This design comes from an exercise in tuning for small area and a short achievable clock period on the open sky130 flow, not from production work. In this exercise RTL edits were held to simulation tests only and were not proved equivalent to the original. Power figures rest on the tool's default switching activity, not on a simulated workload.

==> inputs of ember <==
==> flow/design.v <==
package i_fetch_pkg;
  localparam int unsigned      INSTR_W   = 32;
  localparam logic [INSTR_W-1:0] NOP_INSTR = '0;
  localparam logic [31:0]      PC_STEP   = 32'd4;
  typedef enum logic [1:0] {
    ACT_FETCH,
    ACT_HOLD,
    ACT_FLUSH,
    ACT_REDIRECT
  } fetch_act_e;
endpackage
module instr_mem
#(
  parameter int unsigned MEM_DEPTH = 128
) (
  input  logic                         clk,
  input  logic                         we,
  input  logic [$clog2(MEM_DEPTH)-1:0] waddr,
  input  logic [i_fetch_pkg::INSTR_W-1:0]           wdata,
  input  logic [29:0]                  raddr,
  output logic [i_fetch_pkg::INSTR_W-1:0]           rdata
);
  localparam int unsigned AW = $clog2(MEM_DEPTH);
  logic [i_fetch_pkg::INSTR_W-1:0] mem [MEM_DEPTH];
  always_ff @(posedge clk) begin
    if (we) mem[waddr] <= wdata;
  end
  always_comb begin
    rdata = i_fetch_pkg::NOP_INSTR;
    if ({2'b00, raddr} < 32'(MEM_DEPTH)) rdata = mem[raddr[AW-1:0]];
  end
endmodule
module i_fetch
#(
  parameter int unsigned MEM_DEPTH = 128,
  parameter logic [31:0] RESET_PC  = 32'h0000_0000
) (
  input  logic                         clk,
  input  logic                         rst_n,
  input  logic                         EX_MEM_PCSrc,
  input  logic [31:0]                  EX_MEM_NPC,
  input  logic                         stall,
  input  logic                         flush,
  input  logic                         imem_we,
  input  logic [$clog2(MEM_DEPTH)-1:0] imem_waddr,
  input  logic [i_fetch_pkg::INSTR_W-1:0]           imem_wdata,
  output logic [31:0]                  pc_out,
  output logic [i_fetch_pkg::INSTR_W-1:0]           IF_ID_instrout,
  output logic [31:0]                  IF_ID_npcout,
  output logic                         IF_ID_valid
);
  i_fetch_pkg::fetch_act_e         act;
  logic [31:0]        npc;
  logic [i_fetch_pkg::INSTR_W-1:0] instr;
  logic [31:0]        pc_d;
  logic [i_fetch_pkg::INSTR_W-1:0] instr_d;
  logic [31:0]        npc_d;
  logic               valid_d;
  assign npc = pc_out + i_fetch_pkg::PC_STEP;
  instr_mem #(
    .MEM_DEPTH(MEM_DEPTH)
  ) u_imem (
    .clk   (clk),
    .we    (imem_we),
    .waddr (imem_waddr),
    .wdata (imem_wdata),
    .raddr (pc_out[31:2]),
    .rdata (instr)
  );
  always_comb begin
    if (EX_MEM_PCSrc) act = i_fetch_pkg::ACT_REDIRECT;
    else if (flush)   act = i_fetch_pkg::ACT_FLUSH;
    else if (stall)   act = i_fetch_pkg::ACT_HOLD;
    else              act = i_fetch_pkg::ACT_FETCH;
    pc_d    = pc_out;
    instr_d = IF_ID_instrout;
    npc_d   = IF_ID_npcout;
    valid_d = IF_ID_valid;
    unique case (act)
      i_fetch_pkg::ACT_REDIRECT: begin
        pc_d    = EX_MEM_NPC & ~32'h3;
        instr_d = i_fetch_pkg::NOP_INSTR;
        npc_d   = '0;
        valid_d = 1'b0;
      end
      i_fetch_pkg::ACT_FLUSH: begin
        pc_d    = npc;
        instr_d = i_fetch_pkg::NOP_INSTR;
        npc_d   = '0;
        valid_d = 1'b0;
      end
      i_fetch_pkg::ACT_HOLD: begin
      end
      i_fetch_pkg::ACT_FETCH: begin
        pc_d    = npc;
        instr_d = instr;
        npc_d   = npc;
        valid_d = 1'b1;
      end
      default: begin
      end
    endcase
  end
  always_ff @(posedge clk or negedge rst_n) begin
    if (!rst_n) begin
      pc_out         <= RESET_PC;
      IF_ID_instrout <= i_fetch_pkg::NOP_INSTR;
      IF_ID_npcout   <= '0;
      IF_ID_valid    <= 1'b0;
    end else begin
      pc_out         <= pc_d;
      IF_ID_instrout <= instr_d;
      IF_ID_npcout   <= npc_d;
      IF_ID_valid    <= valid_d;
    end
  end
endmodule
==> flow/run.sh <==
#!/bin/bash
# synth_recipe.tcl (not shown) runs the flow's synth.tcl, then flattens the netlist and writes it again
# the make line also repeats each setting of config.mk as NAME=value (left out here)
make -C /OpenROAD-flow-scripts/flow DESIGN_CONFIG=/design/flow/config.mk WORK_HOME=/design/flow/orfs CLKGATE_MAP_FILE= SYNTH_SCRIPT=/design/flow/synth_recipe.tcl finish
==> flow/config.mk <==
export PLATFORM = sky130hd
export DESIGN_NAME = i_fetch
export DESIGN_NICKNAME = i_fetch
export VERILOG_FILES = /design/flow/design.v
export SDC_FILE = /design/flow/constraint.sdc
export NUM_CORES = 4
export LEC_CHECK = 0
export CAP_MARGIN = 20
export CORE_MARGIN = 2
export CORE_UTILIZATION = 45
export SLEW_MARGIN = 20
==> flow/constraint.sdc <==
create_clock -name core_clock -period 4.0 [get_ports {clk}]
set_input_delay 0.8000 -clock core_clock [delete_from_list [all_inputs] [get_ports {clk}]]
set_output_delay 0.8000 -clock core_clock [all_outputs]
set_load 0.01 [all_outputs]
==> inputs of pepper, as changes to ember <==
==> flow/design.v, changed modules only <==
module instr_mem
#(
  parameter int unsigned MEM_DEPTH = 128
) (
  input  logic                         clk,
  input  logic                         we,
  input  logic [$clog2(MEM_DEPTH)-1:0] waddr,
  input  logic [i_fetch_pkg::INSTR_W-1:0]           wdata,
  input  logic [MEM_DEPTH-1:0]         rsel,
  input  logic                         fetch,
  input  logic [i_fetch_pkg::INSTR_W-1:0]           hold_q,
  input  logic                         hold,
  output logic [i_fetch_pkg::INSTR_W-1:0]           rdata
);
  localparam int unsigned W = i_fetch_pkg::INSTR_W;
  logic [MEM_DEPTH-1:0][W-1:0] mem, mem_d;
  logic [MEM_DEPTH-1:0]        wsel, keep;
  always_comb begin
    for (int i = 0; i < MEM_DEPTH; i++) begin
      wsel[i] = we & (waddr == i);
      keep[i] = ~(we & (waddr == i));
    end
  end
  for (genvar i = 0; i < MEM_DEPTH; i++) begin : g_word
    for (genvar b = 0; b < W; b++) begin : g_bit
      imem_bit_next u_next (
        .q    (mem[i][b]),
        .keep (keep[i]),
        .w    (wdata[b]),
        .wsel (wsel[i]),
        .d    (mem_d[i][b])
      );
    end
  end
  always_ff @(posedge clk) begin
    mem <= mem_d;
  end
  for (genvar b = 0; b < W; b++) begin : g_rd
    logic [MEM_DEPTH/8-1:0] t8;
    for (genvar j = 0; j < MEM_DEPTH/8; j++) begin : g_t8
      logic [7:0] d8;
      for (genvar k = 0; k < 8; k++) begin : g_d
        assign d8[k] = mem[8*j+k][b];
      end
      imem_rd8 u_rd8 (
        .s(rsel[8*j+7:8*j]),
        .d(d8),
        .y(t8[j])
      );
    end
    imem_rd_top u_top (
      .a   (t8),
      .f   (fetch),
      .q   (hold_q[b]),
      .hold(hold),
      .y   (rdata[b])
    );
  end
endmodule
module imem_bit_next (
  input  logic q,
  input  logic keep,
  input  logic w,
  input  logic wsel,
  output logic d
);
  assign d = (q & keep) | (w & wsel);
endmodule
module imem_rd8 (
  input  logic [7:0] s,
  input  logic [7:0] d,
  output logic       y
);
  logic [3:0] t_n;
  for (genvar k = 0; k < 4; k++) begin : g_aoi
    assign t_n[k] = ~((s[2*k] & d[2*k]) | (s[2*k+1] & d[2*k+1]));
  end
  assign y = ~&t_n;
endmodule
module imem_rd_top (
  input  logic [15:0] a,
  input  logic        f,
  input  logic        q,
  input  logic        hold,
  output logic        y
);
  logic [7:0] t_n;
  logic [1:0] t;
  for (genvar k = 0; k < 8; k++) begin : g_nor
    imem_nor2 u_nor (.a(a[2*k+1:2*k]), .y(t_n[k]));
  end
  imem_nand4 u_nand0 (.a(t_n[3:0]), .y(t[0]));
  imem_nand4 u_nand1 (.a(t_n[7:4]), .y(t[1]));
  imem_or_hold u_or (.a(t), .f(f), .q(q), .hold(hold), .y(y));
endmodule
module imem_nor2 (
  input  logic [1:0] a,
  output logic       y
);
  assign y = ~|a;
endmodule
module imem_nand4 (
  input  logic [3:0] a,
  output logic       y
);
  assign y = ~&a;
endmodule
module imem_or_hold (
  input  logic [1:0] a,
  input  logic       f,
  input  logic       q,
  input  logic       hold,
  output logic       y
);
  assign y = (f & (a[0] | a[1])) | (q & hold);
endmodule
module i_fetch
#(
  parameter int unsigned MEM_DEPTH = 128,
  parameter logic [31:0] RESET_PC  = 32'h0000_0000
) (
  input  logic                         clk,
  input  logic                         rst_n,
  input  logic                         EX_MEM_PCSrc,
  input  logic [31:0]                  EX_MEM_NPC,
  input  logic                         stall,
  input  logic                         flush,
  input  logic                         imem_we,
  input  logic [$clog2(MEM_DEPTH)-1:0] imem_waddr,
  input  logic [i_fetch_pkg::INSTR_W-1:0]           imem_wdata,
  output logic [31:0]                  pc_out,
  output logic [i_fetch_pkg::INSTR_W-1:0]           IF_ID_instrout,
  output logic [31:0]                  IF_ID_npcout,
  output logic                         IF_ID_valid
);
  localparam int unsigned AW = $clog2(MEM_DEPTH);
  logic [31:0]        npc;
  logic [i_fetch_pkg::INSTR_W-1:0] instr;
  logic               redirect, advance, fetch, hold, kill;
  logic [31:0]        pc_d;
  logic [i_fetch_pkg::INSTR_W-1:0] instr_d;
  logic [31:0]        npc_d;
  logic               valid_d;
  logic [MEM_DEPTH-1:0] sel, sel_d, sel_tgt;
  logic               wrap;
  function automatic logic [MEM_DEPTH-1:0] word_sel(input logic [31:0] a);
    for (int i = 0; i < MEM_DEPTH; i++)
      word_sel[i] = (a[31:2] == i);
  endfunction
  localparam logic [MEM_DEPTH-1:0] RESET_SEL = word_sel(RESET_PC);
  assign npc = pc_out + i_fetch_pkg::PC_STEP;
  instr_mem #(
    .MEM_DEPTH(MEM_DEPTH)
  ) u_imem (
    .clk   (clk),
    .we    (imem_we),
    .waddr (imem_waddr),
    .wdata (imem_wdata),
    .rsel  (sel),
    .fetch (fetch),
    .hold_q(IF_ID_instrout),
    .hold  (hold),
    .rdata (instr)
  );
  assign redirect = EX_MEM_PCSrc;
  assign kill     = EX_MEM_PCSrc | flush;
  assign advance  = ~EX_MEM_PCSrc & (flush | ~stall);
  assign fetch    = ~EX_MEM_PCSrc & ~flush & ~stall;
  assign hold     = ~EX_MEM_PCSrc & ~flush & stall;
  assign wrap    = &pc_out[31:2];
  assign sel_tgt = word_sel(EX_MEM_NPC);
  always_comb begin
    pc_d    = pc_out;
    sel_d   = sel;
    instr_d = IF_ID_instrout;
    npc_d   = IF_ID_npcout;
    valid_d = IF_ID_valid;
    if (redirect) begin
      pc_d  = EX_MEM_NPC & ~32'h3;
      sel_d = sel_tgt;
    end else if (advance) begin
      pc_d  = npc;
      sel_d = {sel[MEM_DEPTH-2:0], wrap};
    end
    instr_d = instr;
    if (kill) begin
      npc_d   = '0;
      valid_d = 1'b0;
    end else if (fetch) begin
      npc_d   = npc;
      valid_d = 1'b1;
    end
  end
  always_ff @(posedge clk or negedge rst_n) begin
    if (!rst_n) begin
      pc_out         <= RESET_PC;
      sel            <= RESET_SEL;
      IF_ID_instrout <= i_fetch_pkg::NOP_INSTR;
      IF_ID_npcout   <= '0;
      IF_ID_valid    <= 1'b0;
    end else begin
      pc_out         <= pc_d;
      sel            <= sel_d;
      IF_ID_instrout <= instr_d;
      IF_ID_npcout   <= npc_d;
      IF_ID_valid    <= valid_d;
    end
  end
endmodule
Settings changed: CORE_UTILIZATION 45 to 50, CTS_CLUSTER_DIAMETER set to 60, CTS_CLUSTER_SIZE set to 30, SETUP_SLACK_MARGIN set to 1.6, SYNTH_HIERARCHICAL set to 1, SYNTH_MINIMUM_KEEP_SIZE set to 0.
==> summary of the runs <==
Of pepper and ember, ember has the higher sequential share of layout area (gap 18 points).
Between ember and pepper, the lower non-clock buffer count is in ember (gap 438).
In pepper the flip-flop and latch count is higher than in ember, by 128.
Between ember and pepper, the lower wire length is in ember (gap 31%, measured against pepper).
Of pepper and ember, ember has the higher clock-buffer cell count (gap 200).
Between pepper and ember, the lower clock skew is in pepper (gap 0.017 ns).
==> figures <==
metric                                                                      pepper                     ember
Critical-path top delay cell                               sky130_fd_sc_hd__nor2_4  sky130_fd_sc_hd__dfrtp_4
Number of clock buffer instances in the layout                                 332                       532
Clock Sink Count                                                              4317                      4189
Largest fanout on the critical path                                             32                        51
Clk power                                                                  33.5 mW                   38.5 mW
Run status                                                          finished clean            finished clean
Post-route worst setup slack                                               1.38 ns                  0.351 ns
Final weighted congestion in routability-driven placement                    0.928                     0.855
Total number of tap cells                                                     3958                      4751
Max Clock Skew                                                           0.0478 ns                 0.0646 ns
Global Route Usage Sum                                                       39.3%                     24.0%
Global routing met1 resource utilization                                     52.0%                     33.7%
Cell Area, Synth                                                        150000 µm²                160000 µm²

port drivers added, routing unchanged:
The flow's constraints put no driver on any port. The routed layouts listed below were extracted and timed again, unchanged, in two steps.
Step 1 assumes that a clkbuf_16 drives the clock port and a buf_2 every other input.
Step 2 times the ports against the registers' clock, not the clock port: input delays grow and output delays shrink by t, the midpoint of the rising clock arrivals with the driver on.
a / b / c = ideal ports / drivers / drivers and shift; a / b = the first two.
run | shift t [ns] | setup slack, ns | worst setup path after step 2 | cell pins on the clock port's net
ember | 1.051 | 0.351 / 0.269 / 0.203 | input to register | 1
pepper | 1.050 | 1.380 / 1.306 / 0.256 | input to register | 1
After both steps every run listed still meets setup and hold. The setup slack of pepper, which loses most, moves by -0.074 ns with the drivers and by -1.124 ns with both steps.
